What follows belongs to an exercise in optimizing a design on an open flow for small area, a short achievable clock period and few clock cycles per item; a production flow would make more cautious choices. Only simulation tests tie the RTL to the original design; equivalence was not proved.

## barrett_reduce_pipe
module barrett_reduce_pipe (
    input  logic        clk,
    input  logic        rst,
    input  logic        in_valid,
    input  logic [63:0] in_data,
    output logic        in_ready,
    output logic        out_valid,
    output logic [31:0] out_data,
    input  logic        out_ready,
    output logic        out_err
);
For scale: about 1100 cells after synthesis, about 100 flip-flops, roughly 100 I/O pins, ~13000 um^2 of cells after synthesis.
==> flow/config.mk <==
export PLATFORM = sky130hd
export DESIGN_NAME = barrett_reduce_pipe
export DESIGN_NICKNAME = barrett_reduce_pipe
export VERILOG_FILES = /design/flow/design.v
export SDC_FILE = /design/flow/constraint.sdc
export NUM_CORES = 4
export LEC_CHECK = 0
export CAP_MARGIN = 20
export CORE_MARGIN = 2
export CORE_UTILIZATION = 65
export CTS_BUF_LIST = sky130_fd_sc_hd__clkbuf_8 sky130_fd_sc_hd__clkbuf_16
export PLACE_DENSITY = 0.85
export SETUP_SLACK_MARGIN = 3.2
export SLEW_MARGIN = 20
export SYNTH_HIERARCHICAL = 1
export SYNTH_MINIMUM_KEEP_SIZE = 0
==> flow/constraint.sdc <==
create_clock -name core_clock -period 9.0 [get_ports {clk}]
set_input_delay 1.8000 -clock core_clock [delete_from_list [all_inputs] [get_ports {clk}]]
set_output_delay 1.8000 -clock core_clock [all_outputs]
set_load 0.01 [all_outputs]
standard.sh (not shown) runs the stock make flow with config.mk's settings and CLKGATE_MAP_FILE= SYNTH_SCRIPT=/design/flow/synth_recipe.tcl, a recipe that flattens the netlist after the stock synthesis.
==> flow/flow/run.sh <==
#!/bin/bash
set -e
export BUFFER_PORTS_ARGS="-buffer_cell sky130_fd_sc_hd__buf_1"
bash standard.sh > standard.log 2>&1
Testbench counts at the start, summed over its fixed seeds: cycles 8,016, items 8,000.
Edit:
- CORE_UTILIZATION: 65 -> 40
- CTS_BUF_LIST: sky130_fd_sc_hd__clkbuf_8 sky130_fd_sc_hd__clkbuf_16 -> unset
- PLACE_DENSITY: 0.85 -> unset
- SETUP_SLACK_MARGIN: 3.2 -> 3.0
Via count fell by about 3.3%.
Flip-flop and latch count stays the same.
Utilization drops by 28 points.
Wire length rose by 4.5%.
Cell area goes up by 0.91%.
Clock skew is higher by 0.011 ns.
Hold slack is worse by 0.010 ns.


Starting RTL as in the previous note.
## barrett_reduce_pipe
module barrett_reduce_pipe (
    input  logic        clk,
    input  logic        rst,
    input  logic        in_valid,
    input  logic [63:0] in_data,
    output logic        in_ready,
    output logic        out_valid,
    output logic [31:0] out_data,
    input  logic        out_ready,
    output logic        out_err
);
Settings: LEC_CHECK=0, CAP_MARGIN=20, CORE_MARGIN=2, CORE_UTILIZATION=55, CTS_BUF_LIST=sky130_fd_sc_hd__clkbuf_8 sky130_fd_sc_hd__clkbuf_16, PLACE_DENSITY=0.75, SETUP_SLACK_MARGIN=3.35, SLEW_MARGIN=20, SYNTH_HIERARCHICAL=1, SYNTH_MINIMUM_KEEP_SIZE=0; clock period 9.0 ns.
Scripts as last shown in full above: flow/flow/run.sh
The starting point went through all stages and came out clean.
Testbench counts at the start, summed over its fixed seeds: cycles 8,016, items 8,000.
Change:
- SETUP_SLACK_MARGIN: 3.35 -> 3.5
Effect: Setup slack is better by 0.027 ns; clock skew barely changes; die area does not change; via count rose by 1.5%; worst hold slack barely changes; fmax is higher by 0.47%; synthesized area is unchanged.
Change:
- CORE_UTILIZATION: 55 -> 40
- CTS_BUF_LIST: sky130_fd_sc_hd__clkbuf_8 sky130_fd_sc_hd__clkbuf_16 -> default
- PLACE_DENSITY: 0.75 -> default
- SETUP_SLACK_MARGIN: 3.5 -> 2.8
What happened: Design area decreases by 4.2%; critical path depth does not change; setup slack degrades by 0.40 ns.


build 32:
barrett_reduce_pipe again, from the RTL that the note above started with.
// barrett_reduce_pipe
module barrett_reduce_pipe (
    input  logic        clk,
    input  logic        rst,
    input  logic        in_valid,
    input  logic [63:0] in_data,
    output logic        in_ready,
    output logic        out_valid,
    output logic [31:0] out_data,
    input  logic        out_ready,
    output logic        out_err
);
    wire [63:0] x = in_data;
    wire err = (x >= 64'h0DD4400077000001);    
    wire sp  = (x == 64'h0DD4400077000000);    
    logic        r_v1, r_v2;
    wire         w_rdy2 = !r_v2 || out_ready;
    wire         w_rdy1 = !r_v1 || w_rdy2;
    assign in_ready = w_rdy1;
    wire         w_ld1  = w_rdy1 && in_valid;
    wire         w_ld2  = w_rdy2 && r_v1;
    always_ff @(posedge clk or posedge rst) begin
        if (rst) begin
            r_v1 <= 1'b0;
            r_v2 <= 1'b0;
        end else begin
            if (w_rdy1) r_v1 <= in_valid;
            if (w_rdy2) r_v2 <= r_v1;
  ...
clock: 9.0 ns
lec_check: 0
cap_margin: 10
core_margin: 2
core_utilization: 55
cts_buf_list: sky130_fd_sc_hd__clkbuf_8 sky130_fd_sc_hd__clkbuf_16
gpl_routability_driven: 0
place_density: 0.75
setup_slack_margin: 3.2
slew_margin: 10
synth_hierarchical: 1
synth_minimum_keep_size: 0
Scripts as last shown in full above: flow/flow/run.sh
Build 32 closes out successfully: all stages finished, all timing, DRC and antenna checks passed.
Testbench counts of build 32, summed over its fixed seeds: cycles 8,016, items 8,000.
Input changes introduced in build 84 (baseline for comparison: build 32):
==> flow/flow/run.sh <==
#!/bin/bash
set -e
export BUFFER_PORTS_ARGS="-buffer_cell sky130_fd_sc_hd__buf_2"
bash standard.sh > standard.log 2>&1
==> flow/config.mk <==
export PLATFORM = sky130hd
export DESIGN_NAME = barrett_reduce_pipe
export DESIGN_NICKNAME = barrett_reduce_pipe
export VERILOG_FILES = /design/flow/design.v
export SDC_FILE = /design/flow/constraint.sdc
export NUM_CORES = 4
export LEC_CHECK = 0
export CAP_MARGIN = 20
export CORE_MARGIN = 2
export CORE_UTILIZATION = 40
export SETUP_SLACK_MARGIN = 3.6
export SLEW_MARGIN = 20
export SYNTH_HIERARCHICAL = 1
export SYNTH_MINIMUM_KEEP_SIZE = 0
## What came out
Against build 32, build 84 comes in 20 ps higher on delay of the slowest cell on the worst path.
Changes observed in build 84 relative to build 32: count of state elements after synthesis held steady, peak clock frequency supported by timing grew by about 0.56%, cell count grew by about 10%, worst hold slack held steady.
Worst setup slack was higher in the run labelled build 84.
Build 32 has lower routed wire length than build 84.
Fraction of met1 tracks used by global routing: build 84 lower than build 32
Looking at placed instance area across build 32 and build 84, the one that comes out lower is build 32.
What build 62 does differently from build 84 at the input level:
==> flow/flow/run.sh <==
#!/bin/bash
set -e
export BUFFER_PORTS_ARGS="-buffer_cell sky130_fd_sc_hd__buf_1"
bash standard.sh > standard.log 2>&1
--- a/flow/config.mk
+++ b/flow/config.mk
@@ -8,6 +8,8 @@
 export CAP_MARGIN = 20
 export CORE_MARGIN = 2
-export CORE_UTILIZATION = 40
-export SETUP_SLACK_MARGIN = 3.6
+export CORE_UTILIZATION = 55
+export CTS_BUF_LIST = sky130_fd_sc_hd__clkbuf_8 sky130_fd_sc_hd__clkbuf_16
+export PLACE_DENSITY = 0.75
+export SETUP_SLACK_MARGIN = 3.2
 export SLEW_MARGIN = 20
 export SYNTH_HIERARCHICAL = 1
## What came out
Looking at launching element of the worst setup path, the in_data[38] result is from build 62; the in_data[44] one comes from build 84.
Delta (build 62 minus build 84): chip height saw a decrease; area added between synthesis and finish saw a decrease.
The following lists how build 13 was set up differently from build 62:
==> flow/flow/run.sh <==
#!/bin/bash
set -e
export BUFFER_PORTS_ARGS="-buffer_cell sky130_fd_sc_hd__buf_2"
bash standard.sh > standard.log 2>&1
--- a/flow/config.mk
+++ b/flow/config.mk
@@ -8,8 +8,6 @@
 export CAP_MARGIN = 20
 export CORE_MARGIN = 2
-export CORE_UTILIZATION = 55
-export CTS_BUF_LIST = sky130_fd_sc_hd__clkbuf_8 sky130_fd_sc_hd__clkbuf_16
-export PLACE_DENSITY = 0.75
-export SETUP_SLACK_MARGIN = 3.2
+export CORE_UTILIZATION = 40
+export SETUP_SLACK_MARGIN = 3.0
 export SLEW_MARGIN = 20
 export SYNTH_HIERARCHICAL = 1
--- outcome ---
Looking at the reports, build 13 completed the entire flow and the layout it produced met the timing, design-rule and antenna checks. From build 62 to build 13 the numbers moved as follows: post-layout worst setup margin now sits lower; summed area of non-filler cells in the final layout now sits higher; floorplan die area now sits higher; cell count now sits higher. Portion of the clock cycle consumed by the worst path in the final layout (build 13 over build 62): increase, 2.1 points. Core util | build 13 vs build 62 | build 13 lower. Wire: build 13 routes more than build 62.
Edits applied to the flow inputs when going from build 13 to build 91:
--- a/flow/config.mk
+++ b/flow/config.mk
@@ -6,7 +6,9 @@
 export NUM_CORES = 4
 export LEC_CHECK = 0
+export ABC_AREA = 1
 export CAP_MARGIN = 20
 export CORE_MARGIN = 2
-export CORE_UTILIZATION = 40
+export CORE_UTILIZATION = 60
+export CTS_BUF_LIST = sky130_fd_sc_hd__clkbuf_4 sky130_fd_sc_hd__clkbuf_8
 export SETUP_SLACK_MARGIN = 3.0
 export SLEW_MARGIN = 20
The flow did not stop early for build 91: all stages ran, and the layout cleared the timing, design-rule and antenna checks.
More vias were needed by build 91 than by build 13.
Buffer share of cell area: higher on build 13
Relative to build 13, build 91 improves post-route clock skew.
Required time at the endpoint of the critical path ends up higher on build 91.
On stage delay of the slowest cell on the critical path: between build 13 and build 91, it ends up higher for build 13.
Sort build 13 and build 91 by critical path depth asc -> top: build 13
As far as share of the final layout cell area in sequential cells is concerned, build 13 and build 91 perform about the same.

-- static timing again, ports no longer ideal --
The flow's constraints put no driver on any port. The routed layouts listed below were extracted and timed again, unchanged, in two steps.
Step 1, drivers: a clkbuf_16 drives clk and a buf_2 each remaining input, both assumed.
Step 2 adds t to the input delays and takes it off the output delays; t is the mean of the earliest and latest rising clock arrival at the registers after step 1. Input paths then give back, and output paths get back, about the clock's delay inside the block.
Slacks: ideal / step 1 / step 2; pairs: ideal / step 1.
run | t (ns) | setup WS [ns] | slew at the worst register clock pin (ns) | pins driven straight from the clock port
the first run of note 1 | 0.394 | 3.245 / 3.249 / 2.856 | 0.08 / 0.08 | 1
the second run of note 1 | 0.395 | 3.145 / 3.163 / 2.768 | 0.09 / 0.09 | 1
the first run of note 2 | 0.407 | 3.334 / 3.353 / 2.945 | 0.09 / 0.09 | 1
the second run of note 2 | 0.398 | 3.360 / 3.356 / 2.957 | 0.09 / 0.09 | 1
the third run of note 2 | 0.406 | 2.961 / 2.978 / 2.571 | 0.09 / 0.09 | 1
build 32 | 0.402 | 3.301 / 3.324 / 2.922 | 0.09 / 0.09 | 1
build 84 | 0.409 | 3.333 / 3.334 / 2.925 | 0.09 / 0.09 | 1
build 62 | 0.402 | 3.271 / 3.289 / 2.886 | 0.08 / 0.08 | 1
build 13 | 0.409 | 3.078 / 3.104 / 2.695 | 0.10 / 0.10 | 1
build 91 | 0.431 | 3.230 / 3.248 / 2.817 | 0.12 / 0.12 | 1
After both steps setup and hold are still met in every run listed. For build 91, which loses most, drivers alone change the setup slack by +0.018 ns; drivers and shift together by -0.413 ns.
